This is an optimization exercise on Yosys and OpenROAD, whose aim is a short achievable clock period and few clock cycles, not a production implementation. Function was checked by simulation only, so behaviour that the tests miss may differ from the original. No activity file was given, so power comes from the tool's default toggle rates.

**design/flow/config.mk**
```make
export PLATFORM = sky130hd
export DESIGN_NAME = cache_top
export DESIGN_NICKNAME = cache_top
export VERILOG_FILES = /design/flow/design.v
export SDC_FILE = /design/flow/constraint.sdc
export NUM_CORES = 4
export LEC_CHECK = 0
export ABC_CLOCK_PERIOD_IN_PS = 3000
export CAP_MARGIN = 20
export CORE_MARGIN = 2
export CORE_UTILIZATION = 60
export SETUP_SLACK_MARGIN = 3.9
export SLEW_MARGIN = 20
```
**design/flow/constraint.sdc**
```tcl
create_clock -name core_clock -period 7.0 [get_ports {clk}]
set_input_delay 1.4000 -clock core_clock [delete_from_list [all_inputs] [get_ports {clk}]]
set_output_delay 1.4000 -clock core_clock [all_outputs]
set_load 0.01 [all_outputs]
```
**design/flow/design.v**
```verilog
`default_nettype none
package cache_pkg;
    typedef logic [32-1:0] addr_t;
    typedef logic [32-3-5-1:0] tag_t;
    typedef logic [3-1:0] index_t;
    typedef logic [32*8-1:0] line_t;
    typedef logic [32-1:0] byte_en_t;
    typedef logic [2-1:0] way_mask_t;
    typedef struct packed {
        addr_t    addr;
        line_t    wdata;
        byte_en_t be;
        logic     write;
    } cpu_req_t;
    typedef struct packed {
        logic compare_en;
        logic write_hit;
        logic fill;
    } way_ctrl_t;
    typedef struct packed {
        logic  hit;
        logic  dirty;
        tag_t  tag;
        line_t data;
    } way_status_t;
    typedef enum logic [1:0] {
        ST_IDLE,
        ST_COMPARE,
        ST_WRITE_BACK,
        ST_FILL
    } cache_state_t;
endpackage
`default_nettype wire
`timescale 1ns/1ns
`default_nettype none
module cache_top (
    input  logic     clk,
    input  logic     reset_i,
    input  logic           req_valid_i,
    input  logic [31:0]    req_addr_i,
    input  logic [255:0]   req_wdata_i,
    input  logic [31:0]    req_be_i,
    input  logic           req_write_i,
    output logic           resp_valid_o,
    output logic [255:0]   rdata_o,
    output logic           pmem_read_o,
    output logic           pmem_write_o,
    output logic [31:0]    pmem_addr_o,
    output logic [255:0]   pmem_wdata_o,
    input  logic [255:0]   pmem_rdata_i,
    input  logic           pmem_resp_i
);
    localparam int SETS = 8;
    logic [23:0] in_tag;
    logic [2:0]  in_set;
    logic [7:0]  in_dec;
    logic [31:0] in_wmask;
    assign in_tag   = req_addr_i[31:8];
    assign in_set   = req_addr_i[7:5];
    assign in_dec   = 8'b1 << in_set;
    assign in_wmask = req_write_i ? req_be_i : 32'd0;
    logic [23:0]  tag0_q [SETS];
    logic [23:0]  tag1_q [SETS];
    logic [255:0] dat0_q [SETS];
    logic [255:0] dat1_q [SETS];
    logic [SETS-1:0] val0_q, val1_q, dty0_q, dty1_q, lru_q;
    logic [23:0]  rtag_q;
    logic [2:0]   rset_q;
    logic [255:0] wdata_q;
    logic [31:0]  wmask_q;       
    logic         wr_q;          
    logic         way_q;         
    logic         hit_q;         
    logic         upd_q;         
    logic [23:0]  ptag_q;        
    logic [255:0] line_q;        
    logic [31:0]  rsel_q;        
    logic st_resp_q, st_wb_q, st_fill_q;
    logic [SETS-1:0] m0, m1;
    for (genvar s = 0; s < SETS; s++) begin : g_cmp
        assign m0[s] = val0_q[s] && (tag0_q[s] == in_tag);
        assign m1[s] = val1_q[s] && (tag1_q[s] == in_tag);
    end
    logic hit0, hit1, hit;
    assign hit0 = |(m0 & in_dec);
    assign hit1 = |(m1 & in_dec);
    assign hit  = hit0 | hit1;
    logic fwd_meta, pend_dty, lru_cur, dty0_cur, dty1_cur, vic, vic_dirty, way_n;
    logic go_fill;
    assign fwd_meta  = upd_q && (rset_q == in_set);
    assign pend_dty  = hit_q ? ((way_q ? dty1_q[rset_q] : dty0_q[rset_q]) | wr_q) : wr_q;
    assign lru_cur   = fwd_meta ? !way_q : lru_q[in_set];
    assign dty0_cur  = (fwd_meta && !way_q) ? pend_dty : dty0_q[in_set];
    assign dty1_cur  = (fwd_meta && way_q)  ? pend_dty : dty1_q[in_set];
    assign vic       = lru_cur;
    assign vic_dirty = vic ? dty1_cur : dty0_cur;
    assign way_n     = hit ? hit1 : vic;
    assign go_fill   = !hit && !vic_dirty;
    for (genvar s = 0; s < SETS; s++) begin : g_meta
        logic upd;
        assign upd = upd_q && (rset_q == s);
        always_ff @(posedge clk) begin
            if (reset_i) begin
                val0_q[s] <= 1'b0;
                val1_q[s] <= 1'b0;
                dty0_q[s] <= 1'b0;
                dty1_q[s] <= 1'b0;
                lru_q[s]  <= 1'b0;
            end else if (upd) begin
                lru_q[s] <= !way_q;
                if (!way_q) begin
                    val0_q[s] <= 1'b1;
                    dty0_q[s] <= pend_dty;
                end else begin
                    val1_q[s] <= 1'b1;
                    dty1_q[s] <= pend_dty;
                end
            end
        end
        always_ff @(posedge clk) begin
            if (upd && !hit_q && !way_q) tag0_q[s] <= rtag_q;
            if (upd && !hit_q && way_q)  tag1_q[s] <= rtag_q;
        end
    end
    logic fill_now, pend;
    logic [255:0] wline, fline, pline;
    assign fill_now = st_fill_q && pmem_resp_i;
    assign pend     = st_resp_q || fill_now;
    for (genvar b = 0; b < 32; b++) begin : g_merge
        assign wline[b*8 +: 8] = wmask_q[b] ? wdata_q[b*8 +: 8] : line_q[b*8 +: 8];
        assign fline[b*8 +: 8] = wmask_q[b] ? wdata_q[b*8 +: 8] : pmem_rdata_i[b*8 +: 8];
    end
    assign pline = st_fill_q ? fline : wline;
    for (genvar s = 0; s < SETS; s++) begin : g_data
        always_ff @(posedge clk) begin
            if (pend && rset_q == s && !way_q) dat0_q[s] <= pline;
            if (pend && rset_q == s && way_q)  dat1_q[s] <= pline;
        end
    end
    logic [255:0] set0, set1;
    logic fwd0, fwd1;
    assign fwd0 = pend && (rset_q == in_set) && !way_q;
    assign fwd1 = pend && (rset_q == in_set) && way_q;
    assign set0 = fwd0 ? pline : dat0_q[in_set];
    assign set1 = fwd1 ? pline : dat1_q[in_set];
    logic fill_wait, wb_done;
    logic [255:0] wbytes_q;
    assign fill_wait = st_fill_q && !pmem_resp_i;
    assign wb_done   = st_wb_q && pmem_resp_i;
    for (genvar b = 0; b < 32; b++) begin : g_wbytes
        assign wbytes_q[b*8 +: 8] = wmask_q[b] ? wdata_q[b*8 +: 8] : 8'd0;
    end
    always_ff @(posedge clk) begin
        if (reset_i) begin
            line_q <= '0;
        end else if (req_valid_i) begin
            line_q <= way_n ? set1 : set0;
        end else if (fill_wait) begin
            line_q <= wbytes_q;
        end
    end
    for (genvar b = 0; b < 32; b++) begin : g_rsel
        always_ff @(posedge clk) begin
            rsel_q[b] <= fill_wait && !wmask_q[b];
        end
        assign rdata_o[b*8 +: 8] = ({8{rsel_q[b]}} & pmem_rdata_i[b*8 +: 8]) | line_q[b*8 +: 8];
    end
    always_ff @(posedge clk) begin
        if (req_valid_i) begin
            rtag_q  <= in_tag;
            wdata_q <= req_wdata_i;
            wmask_q <= in_wmask;
            wr_q    <= req_write_i;
            way_q   <= way_n;
            hit_q   <= hit;
        end
    end
    always_ff @(posedge clk) begin
        if (reset_i) begin
            rset_q  <= '0;
            ptag_q  <= '0;
        end else if (req_valid_i) begin
            rset_q  <= in_set;
            ptag_q  <= !vic_dirty ? in_tag : vic ? tag1_q[in_set] : tag0_q[in_set];
        end else if (wb_done) begin
            ptag_q  <= rtag_q;
        end
    end
    always_ff @(posedge clk) begin
        if (reset_i) begin
            upd_q     <= 1'b0;
            st_resp_q <= 1'b0;
            st_wb_q   <= 1'b0;
            st_fill_q <= 1'b0;
        end else if (req_valid_i) begin
            upd_q     <= 1'b1;
            st_resp_q <= hit;
            st_wb_q   <= !hit && vic_dirty;
            st_fill_q <= go_fill;
        end else begin
            upd_q     <= 1'b0;
            st_resp_q <= 1'b0;
            if (wb_done) begin
                st_wb_q   <= 1'b0;
                st_fill_q <= 1'b1;
            end else if (fill_now) begin
                st_fill_q <= 1'b0;
            end
        end
    end
    assign resp_valid_o = st_resp_q || (st_fill_q && pmem_resp_i);
    assign pmem_write_o = st_wb_q;
    assign pmem_read_o  = st_fill_q;
    assign pmem_addr_o  = {ptag_q, rset_q, 5'd0};
    assign pmem_wdata_o = line_q;
endmodule
`default_nettype wire
```
**design/flow/run.sh**
```bash
#!/bin/bash
# synth_recipe.tcl (not shown) runs the flow's synth.tcl, then flattens the netlist and writes it again
# the make line also repeats each setting of config.mk as NAME=value (left out here)
make -C /OpenROAD-flow-scripts/flow DESIGN_CONFIG=/design/flow/config.mk WORK_HOME=/design/flow/orfs CLKGATE_MAP_FILE= SYNTH_SCRIPT=/design/flow/synth_recipe.tcl finish
```
==> summary.txt, run 1 <==
- Worst Hold Depth: 2
- Grt met2 use: 0.6095
- Fin nets: 14842
- Post-synthesis sequential element count: 5154
- Final Util: 0.7355
- Routed via count: 133511
- Synthesized area: 206900 um^2
- Core area: 343000 um^2
- Initial antenna violation count: 43
- Final Non-Filler Cells: 19294
- Top Usage Layer GRT: met2
- Flop2flop setup slack: 3290 ps
- Tcrit/Tclk final: 0.5668
- Worst min-delay path endpoint: val1_q[1]
- Max Root-Sink Buffers: 4
- Top cell type's share of synthesized area: 0.6959
- Pin count of the biggest net entering global routing: 154
- Number of synthesized flops with an enable pin: 4795
- WS Path Type: in2reg
- Grt total ovfl: 0
- Worst clock skew: 50.05 ps
- Post-synth cell types: 67
- First-pass GRT wire length: 987200 um
- Final ANT Viol Nets: 0
- Endpoints failing setup: 0
- RSZ-0062 raised after global routing: true
- Initial cell density of the core: 0.6032
- Reg2Reg Launch Point: tag0_q[0][20]
- Final hold vios: 0
- Critical Path End Type: flip-flop
- Yosys top cell by area: edfxtp_1
- Cts hold-fix bufs: 0
- Num rows: 215
- Reg2Reg Capture Point: line_q[223]
- Maximum VDD drop: 313.0 uV
- GPL Wtd Cong: 0.9553
- Worst-Margin Slew: 1334 ps
- Setup TNS: 0 ps
- Layout cells sized above 1: 0.2656
- Worst-Skew Late Latency: 1060 ps
- DR iter-0 viols: 18825
- GRT Util Overall: 0.4043
- F_max: 0.2521 GHz
- Vias in the first global route: 129993
- Top post-synthesis cells by count: 4795 x edfxtp_1, 994 x nor2_1, 684 x mux2i_1, 670 x nand2_1, 617 x o21ai_0
- Sequential fraction of the synthesis area: 0.7307
- Setup crit start kind: primary input
- Post-DR vias/cell: 6.920
- Die span in x: 591.2 um
- WL final: 719100 um
- M1 GR Usage: 0.5349
- TritonCTS clock tree: done
- Worst hold path type: reg2reg
- CTS root buf: clkbuf_16
- Area grow syn2layout: 21.93%
- Die area: 349500 um^2
- Area contributors post-synth: edfxtp_1 70%, mux4_2 6.5%, dfxtp_1 3.5%, mux2i_1 3.3%, nor2_1 1.8%
- Cell count after placement: 17898
- Hold Path Origin: val1_q[1]
- Critical path peak fanout: 6
- Outcome: no timing/DRC/antenna violations
- Port bufs: 1117
- Most common cell in the synthesized netlist: edfxtp_1
- Power per cell area: 276.6 nW/um^2
- Hpwl dp: 398000 um
- Relative slew slack: 0.08544
- Worst-path clk slew: 60 ps
- Routed wire per std cell: 37.27 um
- # clock sinks: 5154
- Syn. warnings: 5
- Leakage: 86.57 nW
- R2R cell count: 16
- Post-layout min period: 3967 ps
- Worst EP required: 7930 ps
- Max Transition Viols Final: 0
- Max Cap Violations: 0
- 1st-pass router iterations: 6
- Mapped Avg Cell Area: 16.54 um^2
- WP data arrival: 4900 ps
- FFs w/ async S/R, synth: 0
- Htree depth: 6
- I/O pin count: 1128
- Post-route DRC: 0
- Met3 GRT Util: 0.1023
- Total CTS buffers: 525
- Top FF cell, synth: edfxtp_1
- Syn Inst Count: 12511
- Die height: 591.2 um
[layer usage]
layer  vias up  share of wire  routed length [um]
met4        10          0.071               50820
met3      1756           0.13               91880
li1      53678              -                   -
met1     68083           0.35              250800
met5         -       0.000088                  63
met2      9984           0.45              325500
[layout by cell type (no fill, tap or decap), types with 100 or more instances in the layout]
cell type and instances:
a21oi_1 312, buf_2 375, nand2_1 664, nor2_1 894, buf_6 172, a221oi_1 145, clkbuf_1 148, dfxtp_2 185
o22ai_1 118, o32ai_2 100, mux2_2 140, a21o_1 253, edfxtp_1 4795, clkdlybuf4s50_1 288, o21ai_0 602, clkbuf_16 543
buf_12 203, xnor2_1 354, nand4_1 134, o221ai_1 118, mux4_2 595, buf_4 543, dfxtp_4 110, a22o_1 203
a211oi_1 198, clkdlybuf4s15_2 169, mux2i_1 681
[through the flow]
step                      setup slack, ps  power [mW]  hold WS (ps)  instance area (um^2)
after floorplan                     720.1       38.66         439.2                207100
after global placement              914.5       41.83         461.3                226200
after detailed placement            890.4       41.96         481.0                226300
after CTS                            3311       69.46         490.3                250000
after global routing                 3116       71.28         510.7                252200
final                                3033       69.79         481.9                252300
[how the worst max path moves through the flow]
stage | start | to | slack, ps
floorplan | pmem_resp_i | dat1_q[1][0] | 720
global placement | req_addr_i[29] | line_q[145] | 910
detailed placement | req_addr_i[29] | line_q[60] | 890
CTS | req_addr_i[5] | line_q[79] | 3310
global route | req_addr_i[5] | line_q[223] | 3120
finish | req_addr_i[5] | line_q[223] | 3030
[final cells by class]
| type | count | area (um^2) |
|---|---|---|
| clock inverter | 237 | 2456 |
| timing repair buffer | 2101 | 22380 |
| multi-input combinational | 6463 | 55270 |
| sequential | 5154 | 151800 |
| tap | 4557 | 5702 |
| clock buffer | 723 | 14450 |
| antenna | 43 | 107.6 |
| fill | 20774 | 90710 |
| inverter | 16 | 93.84 |
[logic make-up after synthesis]
logic type / Yosys count / share of synthesized area
xor gates and xnor gates: 387 / 0.01638
DFF: 5154 / 0.7307
AOI/OAI and AO/OA: 2620 / 0.08849
other: 1 / 0.00001812
buffers and inverters: 899 / 0.01755
muxes: 1421 / 0.1056
and+or+nand+nor: 2029 / 0.04129
[state kept, by name (all words and copies together) (netlist names), 32 cells and up]
signal and cells:
tag0_q 192, line_q 256, tag1_q 192, dat0_q 2048, rsel_q 32, wdata_q 256, dat1_q 2048, wmask_q 32
[repair_timing]
action	CTS	global route
resized for setup	3755	369
cloned	71	14
pin swaps	392	213
setup buffers	239	69
endpoints found under the setup margin	5376	649
[worst max-delay path: stages]
cell and delay (ps):
buf_16 140, buf_6 140, buf_6 100, and3b_4 200
buf_12 150, nand4_1 90, nor4_2 60, a32oi_2 390
nand4_1 340, a21oi_4 230, buf_12 160, mux2i_4 260
buf_12 140, buf_16 190, buf_6 130, buf_12 150
buf_12 120, buf_16 130, nor2_2 40, o32ai_2 260
[report_power, final]
part	leakage [nW]	switching (mW)	internal, mW
Combinational	31.5	4.34	2.51
Clock	8.23	12.0	15.8
Sequential	46.8	0.424	34.7
Total	86.6	16.7	53.0
Testbench counts, summed over its fixed seeds: cycles 26,838.
==> run 2, diff against run 1 <==
--- a/design/flow/design.v
+++ b/design/flow/design.v
@@ -30,6 +30,42 @@
         ST_FILL
     } cache_state_t;
 endpackage
+`default_nettype wire
+`timescale 1ns/1ns
+`default_nettype none
+module cache_way (
+    input  logic         way_i,
+    input  logic [255:0] line0_i,
+    input  logic [255:0] line1_i,
+    output logic [255:0] line_o
+);
+    assign line_o = way_i ? line1_i : line0_i;
+endmodule
+`default_nettype wire
+`timescale 1ns/1ns
+`default_nettype none
+module cache_way_select (
+    input  logic [23:0]  tag_i,
+    input  logic [7:0]   dec_i,        
+    input  logic [191:0] tag0_i,       
+    input  logic [191:0] tag1_i,
+    input  logic [7:0]   val0_i,
+    input  logic [7:0]   val1_i,
+    input  logic [7:0]   lru_i,        
+    output logic         hit_o,
+    output logic         hit1_o,
+    output logic         way_o         
+);
+    logic [7:0] m0, m1, pick1;
+    for (genvar s = 0; s < 8; s++) begin : g_set
+        assign m0[s]    = val0_i[s] && (tag0_i[24*s +: 24] == tag_i);
+        assign m1[s]    = val1_i[s] && (tag1_i[24*s +: 24] == tag_i);
+        assign pick1[s] = m1[s] || (!m0[s] && lru_i[s]);
+    end
+    assign hit_o  = |(dec_i & (m0 | m1));
+    assign hit1_o = |(dec_i & m1);
+    assign way_o  = |(dec_i & pick1);
+endmodule
 `default_nettype wire
 `timescale 1ns/1ns
 `default_nettype none
@@ -76,16 +112,27 @@
     logic [255:0] line_q;        
     logic [31:0]  rsel_q;        
     logic st_resp_q, st_wb_q, st_fill_q;
-    logic [SETS-1:0] m0, m1;
-    for (genvar s = 0; s < SETS; s++) begin : g_cmp
-        assign m0[s] = val0_q[s] && (tag0_q[s] == in_tag);
-        assign m1[s] = val1_q[s] && (tag1_q[s] == in_tag);
-    end
-    logic hit0, hit1, hit;
-    assign hit0 = |(m0 & in_dec);
-    assign hit1 = |(m1 & in_dec);
-    assign hit  = hit0 | hit1;
-    logic fwd_meta, pend_dty, lru_cur, dty0_cur, dty1_cur, vic, vic_dirty, way_n;
+    logic [191:0] tag0_flat, tag1_flat;
+    logic [7:0]   lru_fwd;
+    for (genvar s = 0; s < SETS; s++) begin : g_flat
+        assign tag0_flat[24*s +: 24] = tag0_q[s];
+        assign tag1_flat[24*s +: 24] = tag1_q[s];
+        assign lru_fwd[s] = (upd_q && rset_q == s) ? !way_q : lru_q[s];
+    end
+    logic hit, hit1, way_n;
+    cache_way_select u_lookup (
+        .tag_i  (in_tag),
+        .dec_i  (in_dec),
+        .tag0_i (tag0_flat),
+        .tag1_i (tag1_flat),
+        .val0_i (val0_q),
+        .val1_i (val1_q),
+        .lru_i  (lru_fwd),
+        .hit_o  (hit),
+        .hit1_o (hit1),
+        .way_o  (way_n)
+    );
+    logic fwd_meta, pend_dty, lru_cur, dty0_cur, dty1_cur, vic, vic_dirty;
     logic go_fill;
     assign fwd_meta  = upd_q && (rset_q == in_set);
     assign pend_dty  = hit_q ? ((way_q ? dty1_q[rset_q] : dty0_q[rset_q]) | wr_q) : wr_q;
@@ -94,7 +141,6 @@
     assign dty1_cur  = (fwd_meta && way_q)  ? pend_dty : dty1_q[in_set];
     assign vic       = lru_cur;
     assign vic_dirty = vic ? dty1_cur : dty0_cur;
-    assign way_n     = hit ? hit1 : vic;
     assign go_fill   = !hit && !vic_dirty;
     for (genvar s = 0; s < SETS; s++) begin : g_meta
         logic upd;
@@ -150,14 +196,17 @@
     for (genvar b = 0; b < 32; b++) begin : g_wbytes
         assign wbytes_q[b*8 +: 8] = wmask_q[b] ? wdata_q[b*8 +: 8] : 8'd0;
     end
-    always_ff @(posedge clk) begin
-        if (reset_i) begin
-            line_q <= '0;
-        end else if (req_valid_i) begin
-            line_q <= way_n ? set1 : set0;
-        end else if (fill_wait) begin
-            line_q <= wbytes_q;
-        end
+    logic [255:0] line0_n, line1_n, line_n;
+    assign line0_n = reset_i ? 256'd0 : req_valid_i ? set0 : fill_wait ? wbytes_q : line_q;
+    assign line1_n = reset_i ? 256'd0 : req_valid_i ? set1 : fill_wait ? wbytes_q : line_q;
+    cache_way u_line (
+        .way_i   (way_n),
+        .line0_i (line0_n),
+        .line1_i (line1_n),
+        .line_o  (line_n)
+    );
+    always_ff @(posedge clk) begin
+        line_q <= line_n;
     end
     for (genvar b = 0; b < 32; b++) begin : g_rsel
         always_ff @(posedge clk) begin
==> design/flow/flow/run.sh (new file) <==
#!/bin/bash
# The standard layout (the standard.sh, which runs the standard synthesis
# unchanged), except that the input and output port buffers start as buf_4
# instead of the slow delay buffer buffer_ports picks by default. The make
# output goes to flow.log here; each ORFS step keeps its own log under orfs/logs.
set -euo pipefail
bash standard.sh "BUFFER_PORTS_ARGS=-buffer_cell sky130_fd_sc_hd__buf_4" finish > flow.log 2>&1
==> design/flow/standard.sh (new file) <==
#!/bin/bash
# synth_recipe.tcl (not shown) runs the flow's synth.tcl, then flattens the netlist and writes it again
# the make line also repeats each setting of config.mk as NAME=value (left out here)
make -C /OpenROAD-flow-scripts/flow DESIGN_CONFIG=/design/flow/config.mk WORK_HOME=/design/flow/orfs CLKGATE_MAP_FILE= SYNTH_SCRIPT=/design/flow/synth_recipe.tcl "${@:-finish}"
--- a/design/flow/config.mk
+++ b/design/flow/config.mk
@@ -8,6 +8,8 @@
 export ABC_CLOCK_PERIOD_IN_PS = 3000
 export CAP_MARGIN = 20
 export CORE_MARGIN = 2
-export CORE_UTILIZATION = 60
+export CORE_UTILIZATION = 45
 export SETUP_SLACK_MARGIN = 3.9
 export SLEW_MARGIN = 20
+export SYNTH_HIERARCHICAL = 1
+export SYNTH_MINIMUM_KEEP_SIZE = 0
removed: design/flow/run.sh
==> run 2 against run 1 <==
Critical path type unchanged. Maximum frequency up 9.9%. Die area increased by 37%. Largest power group unchanged. Cell count increased by 19%.
==> summary.txt, run 2 <==
- Cts hold-fix bufs: 0 (unchanged)
- Relative slew slack: 0.1958 (+0.1103)
- Critical path peak fanout: 18 (+12)
- Post-layout min period: 3611 ps (-356.4 ps)
- Routed via count: 148650 (+11%)
- Die span in x: 692.1 um (+17%)
- Worst-path clk slew: 60 ps (about the same)
- First-pass GRT wire length: 1144000 um (+16%)
- CP peak stage delay: 610 ps (+220 ps)
- Max Cap Violations: 0 (unchanged)
- Die area: 479000 um^2 (+37%)
- Die height: 692.1 um (+17%)
- Post-route DRC: 0 (unchanged)
- F_max: 0.2769 GHz (+9.9%)
- Critical path, cell by cell: buf_6, xnor2_1, nand4_1, nor4_1, a21oi_1, a31oi_1, nand4_1, buf_4, buf_12, buf_12, buf_16, buf_12, buf_16, mux2_2
- CTS root buf: clkbuf_16
- Final Util: 0.5450 (-0.1905)
- Most common cell after layout, fill and taps aside: edfxtp_1
- Area grow syn2layout: 20.57%
- 1st-pass router iterations: 7 (+1)
- Setup TNS: 0 ps (unchanged)
- Crit path buffers/inverters: 7 (-4)
- Cell count after placement: 21567 (+20%)
- Final Non-Filler Cells: 22966 (+19%)
- WP data arrival: 4590 ps (-310 ps)
- DR iter-0 viols: 20934 (+11%)
- Syn Inst Count: 14761 (+18%)
- WS Path Type: in2reg
- Outcome: no timing/DRC/antenna violations
- Top cell family by delay on the critical path: buffers and inverters
- Max Transition Viols Final: 0 (unchanged)
- Max Root-Sink Buffers: 4 (unchanged)
- Mapped Avg Cell Area: 14.44 um^2 (-13%)
- I/O pin count: 1128 (unchanged)
- CP dominant cell by count: buf_12
- Vias in the first global route: 139165 (+7.1%)
- WL final: 850600 um (+18%)
- Core area: 471400 um^2 (+37%)
- Grt met2 use: 0.5111 (-0.09843)
- Fillcell total: 38069 (+83%)
- Worst hold path type: in2reg
- Synthesized area: 213100 um^2 (+3.0%)
- Maximum VDD drop: 275.7 uV (-12%)
- Leakage: 87.75 nW (+1.4%)
- Critical Path End Type: flip-flop
- Pin count of the biggest net entering global routing: 197 (+28%)
- Worst clock skew: 63.20 ps (+13.15 ps)
- # clock sinks: 5154 (unchanged)
- Port bufs: 1117 (unchanged)
- Commonest cells after routing, fill and taps aside: 4795 x edfxtp_1, 1599 x buf_4, 1404 x o21ai_0
- Routed wire per std cell: 37.04 um (-0.62%)
- GRT Util Overall: 0.3410 (-0.06324)
- M1 GR Usage: 0.4484 (-0.08649)
- TritonCTS clock tree: done
- Endpoints failing setup: 0 (unchanged)
- Syn. warnings: 11 (+6)
- Initial cell density of the core: 0.4520 (-0.1512)
- Final ANT Viol Nets: 0 (unchanged)
- Layout cells sized above 1: 0.2392 (-0.02641)
- Htree depth: 6 (unchanged)
- Post-DR vias/cell: 6.473 (-6.5%)
- Grt total ovfl: 0 (unchanged)
- Critical path's slowest cell: nor4_1
- Worst-Skew Late Latency: 1100 ps (+40 ps)
- GPL Wtd Cong: 0.9458 (-0.99%)
- Worst-Margin Slew: 1206 ps (-127.4 ps)
- Worst EP required: 7980 ps (+50 ps)
- Largest regs: dat0_q (2048), dat1_q (2048)
- Top Usage Layer GRT: met2
- Flop2flop setup slack: 3500 ps (+210 ps)
- Met3 GRT Util: 0.08394 (-0.01838)
- Fin nets: 16806 (+13%)
- Total CTS buffers: 554 (+5.5%)
- RSZ-0062 raised after global routing: true
- Hpwl dp: 480000 um (+21%)
- Final hold vios: 0 (unchanged)
- Power per cell area: 281.4 nW/um^2 (+1.7%)
- Initial antenna violation count: 56 (+30%)
- Setup crit start kind: primary input
- Num rows: 252 (+17%)
- Tcrit/Tclk final: 0.5158 (-0.05092)
-- run 2: cell types whose count changed in the layout (fill, tap and decap cells not counted), sizes merged, moves of 227 or more --
cell	change
a221oi	+578
mux4	-579
clkdlybuf4s15	-268
nand2	+281
mux2	+357
buf	+646
clkdlybuf4s50	-288
o21ai	+833
o211ai	+227
-- run 2: path summary, 6_finish.rpt --
path / start / to / depth (start not counted)
worst max register to register: tag0_q[7][8] / line_q[27] / 13
worst min register to register: val1_q[5] / val1_q[5] / 2
worst min-delay path: req_wdata_i[110] / wdata_q[110] / 1
worst max-delay path: req_addr_i[13] / line_q[27] / 14
-- run 2: per-layer routing --
layer	wire length, um	vias up
met2	376600	9467
met3	94160	1621
li1	-	61323
met1	321000	76219
met5	134	-
met4	58780	20
-- run 2: area by class of cell --
type | instances | area (um^2) | share of cell area
clock buffer | 766 | 15300 | 0.05954
timing repair inverter | 4 | 37.54 | 0.0001461
clock inverter | 249 | 2427 | 0.009448
antenna | 59 | 147.6 | 0.0005747
tap | 6223 | 7786 | 0.03031
sequential | 5154 | 151800 | 0.5908
multi-input combinational | 8371 | 57720 | 0.2247
inverter | 26 | 170.2 | 0.0006623
timing repair buffer | 2114 | 21550 | 0.08387
-- run 2: where the power goes --
group | internal, mW | total, mW | switching [mW]
Combinational | 2.75 | 7.86 | 5.11
Sequential | 34.8 | 35.4 | 0.578
Clock | 16.6 | 29.0 | 12.5
-- run 2: metrics by stage --
| step | setup slack (ps) | hold WS, ps | area [um^2] | power, mW |
|---|---|---|---|---|
| after floorplan | 809.7 | 425.8 | 213200 | 39.27 |
| after detailed placement | 1458 | 461.5 | 231100 | 43.05 |
| final | 3389 | 471.8 | 256900 | 72.30 |
| after global routing | 3411 | 451.7 | 256800 | 73.94 |
| after global placement | 1477 | 460.2 | 231100 | 42.97 |
| after CTS | 3391 | 408.0 | 255500 | 72.15 |
-- run 2: what timing repair did --
action / in CTS / in global routing
pin swaps: 67 / 25
setup buffers: 211 / 38
hold endpoints to repair: 0 / 0
gates resized for setup: 802 / 102
setup endpoints to repair: 4518 / 608
cloned: 59 / 16
Testbench counts of run 2, summed over its fixed seeds: cycles 26,838.
==> run 3, diff against run 2 <==
==> design/flow/run.sh (new file) <==
#!/bin/bash
# synth_recipe.tcl (not shown) runs the flow's synth.tcl, then flattens the netlist and writes it again
# the make line also repeats each setting of config.mk as NAME=value (left out here)
make -C /OpenROAD-flow-scripts/flow DESIGN_CONFIG=/design/flow/config.mk WORK_HOME=/design/flow/orfs CLKGATE_MAP_FILE= SYNTH_SCRIPT=/design/flow/synth_recipe.tcl finish
removed: design/flow/flow/run.sh
removed: design/flow/standard.sh
==> run 3 against run 2 <==
Highest routed layer unchanged. Critical endpoint is now line_q[204]. Critical path depth unchanged. Clock power about the same. Area after synthesis unchanged. Largest power group unchanged. Worst setup slack got worse by 46 ps. Routed wire length increased by 1.3%. Clock skew decreased by 8.2 ps.
==> summary.txt, run 3 <==
- Cts hold-fix bufs: 0 (unchanged)
- Pin count of the biggest net entering global routing: 151 (-23%)
- Relative slew slack: 0.1843 (-0.01150)
- WL final: 861300 um (+1.3%)
- Tcrit/Tclk final: 0.5224 (+0.006551)
- Worst-Margin Slew: 1224 ps (+17.25 ps)
- Syn. warnings: 11 (unchanged)
- CTS root buf: clkbuf_16
- Post-route DRC: 0 (unchanged)
- Most common cell after layout, fill and taps aside: edfxtp_1
- Sw frac: 0.2508 (-0.0004820)
- Area grow syn2layout: 21.87%
- Fin nets: 17039 (+1.4%)
- Routed wire per std cell: 37.15 um (+0.30%)
- Net Switching: 18.15 mW (-0.11%)
- Die height: 692.1 um (unchanged)
- Max Root-Sink Buffers: 4 (unchanged)
- Seq pwr share: 0.489 (about the same)
- # clock sinks: 5154 (unchanged)
- Power per cell area: 278.7 nW/um^2 (-0.98%)
- Hpwl dp: 487400 um (+1.5%)
- First-pass GRT wire length: 1160000 um (+1.4%)
- Critical path, cell by cell: buf_6, buf_4, xor2_1, nor3_1, nand3_2, or4_4, a2111oi_4, nand4_1, buf_12, buf_16, buf_4, buf_12, buf_16, mux2_2
- Worst-path clk slew: 60 ps (about the same)
- Outcome: no timing/DRC/antenna violations
- RSZ-0062 raised after global routing: true
- Vias in the first global route: 141143 (+1.4%)
- Post-layout min period: 3657 ps (+45.86 ps)
- Setup crit start kind: primary input
- Syn Inst Count: 14761 (unchanged)
- Pint: 54.22 mW (+0.15%)
- WS Path Type: in2reg
- Final Util: 0.5509 (+0.005861)
- GPL Wtd Cong: 0.9467 (about the same)
- Synthesized area: 213100 um^2 (unchanged)
- Commonest cells after routing, fill and taps aside: 4795 x edfxtp_1, 1411 x o21ai_0, 945 x nand2_1
- Grt total ovfl: 0 (unchanged)
- Critical path's slowest cell: or4_4
- Largest regs: dat0_q (2048), dat1_q (2048)
- Initial cell density of the core: 0.4520 (unchanged)
- Die span in x: 692.1 um (unchanged)
- Routed via count: 150427 (+1.2%)
- Max Transition Viols Final: 0 (unchanged)
- Final hold vios: 0 (unchanged)
- Initial antenna violation count: 58 (+3.6%)
- Crit path buffers/inverters: 7 (unchanged)
- TritonCTS clock tree: done
- CP peak stage delay: 470 ps (-140 ps)
- Total CTS buffers: 553 (-0.18%)
- Worst EP required: 7960 ps (-20 ps)
- Layout cells sized above 1: 0.2253 (-0.01393)
- Combinational share of power: 0.108 (about the same)
- Hold Path Origin: val0_q[1]
- WP data arrival: 4620 ps (+30 ps)
- Top cell family by delay on the critical path: buffers and inverters
- Setup TNS: 0 ps (unchanged)
- Core area: 471400 um^2 (unchanged)
- Critical Path End Type: flip-flop
- Worst hold path type: reg2reg
- Worst clock skew: 54.98 ps (-8.221 ps)
- Reg2Reg Launch Point: tag0_q[7][15]
- Leakage: 88.81 nW (+1.2%)
- DR iter-0 viols: 20760 (-0.83%)
- Port bufs: 1117 (unchanged)
- Mapped Avg Cell Area: 14.44 um^2 (unchanged)
- F_max: 0.2735 GHz (-1.3%)
- Max Cap Violations: 0 (unchanged)
- Htree depth: 6 (unchanged)
- Maximum VDD drop: 257.7 uV (-6.5%)
- Worst-Skew Late Latency: 1100 ps (about the same)
- Endpoints failing setup: 0 (unchanged)
- 1st-pass router iterations: 7 (unchanged)
- GRT Util Overall: 0.3456 (+0.004582)
- Final ANT Viol Nets: 0 (unchanged)
- Num rows: 252 (unchanged)
- Worst setup path startpoint: req_addr_i[19]
- Die area: 479000 um^2 (unchanged)
- Critical path peak fanout: 14 (-4)
- Clock power share: 0.402 (about the same)
- I/O pin count: 1128 (unchanged)
- Post-DR vias/cell: 6.488 (+0.24%)
## run 3: worst paths after layout
check	to	slack, ps	cells past startpoint
max reg2reg	line_q[204]	3460	12
min	val0_q[1]	500	2
min reg2reg	val0_q[1]	500	2
max	line_q[204]	3340	14
## run 3: tightest hold or removal path, delay by kind of cell, from the launching register on
family | cells | cell delay [ps]
AND/OR/NAND/NOR | 2 | 120
flip-flops | 1 | 340
## run 3: power groups by stage
stage / clock, mW / combinational (mW) / sequential, mW
floorplan: 0 / 3.45 / 35.8
global placement: 0 / 7.14 / 36.1
detailed placement: 0 / 7.22 / 36.1
CTS: 29.2 / 7.57 / 35.4
global route: 30.4 / 8.18 / 35.4
finish: 29.1 / 7.85 / 35.4
## run 3: routing by layer
metal | track usage | vias to the layer above | wire (um)
met5 | 0 | - | 114
met4 | 0.1926 | 18 | 54680
met3 | 0.08449 | 1632 | 97090
met2 | 0.5186 | 9774 | 382700
met1 | 0.4624 | 77228 | 326700
li1 | - | 61775 | -
## run 3: final cells by class
| cell class | instances | area (um^2) |
|---|---|---|
| diodes | 53 | 132.6 |
| clock buffers | 764 | 15390 |
| clock inverters | 241 | 2341 |
| fillers | 37918 | 211700 |
| inverters | 26 | 162.7 |
| multi-input cells | 8373 | 57680 |
| flip-flops and latches | 5154 | 152100 |
| well taps | 6223 | 7786 |
| repair buffers | 2345 | 24000 |
| repair inverters | 5 | 43.79 |
## run 3: timing repair
| action | CTS | global route |
|---|---|---|
| gates cloned | 63 | 12 |
| setup buffers | 359 | 56 |
| setup endpoints to repair | 4940 | 695 |
| endpoints found under the hold margin | 0 | 0 |
| pin swaps | 123 | 118 |
| resized for setup | 3627 | 221 |
## run 3: per-stage QoR
step	power [mW]	setup slack (ps)	cell area (um^2)	instances	hold slack (ps)
6_report	72.36	3343	259700	23184	498.5
5_1_grt	73.96	3327	259600	23145	511.2
4_1_cts	72.16	3306	258200	23063	482.4
3_5_place_dp	43.30	831.0	234800	21636	470.3
3_3_place_gp	43.23	790.3	234700	21633	470.1
2_1_floorplan	39.27	809.7	213200	14765	425.8

-- re-timing with driven ports --
The results above use ideal ports. As a check the final layouts listed here were re-extracted and re-timed, cells and wires unchanged. Step 1 (the two cells are an assumption about what drives the block):
set clk [get_ports {clk}]
set_driving_cell -lib_cell sky130_fd_sc_hd__clkbuf_16 $clk
set_driving_cell -lib_cell sky130_fd_sc_hd__buf_2 [delete_from_list [all_inputs] $clk]
Step 2, shift: input delay + t, output delay - t, t = (earliest + latest rising clock arrival at the registers) / 2. This alone moves slack from input paths to output paths. Three values: ideal, step 1, step 2; two values: the first two.
run	t, ns	setup WS [ns]	worst register clock-pin slew, ns	worst data-port slew with drivers (ns)	cell pins on the clock port's net
run 1	1.156	3.033 / 2.808 / 1.652	0.07 / 0.07	0.42	1
run 2	1.203	3.389 / 3.313 / 2.133	0.07 / 0.07	0.27	1
run 3	1.207	3.343 / 3.219 / 2.079	0.06 / 0.06	0.39	1
After both steps setup and hold are still met in every run listed. For run 1, which loses most, drivers alone change the setup slack by -0.225 ns; drivers and shift together by -1.381 ns.
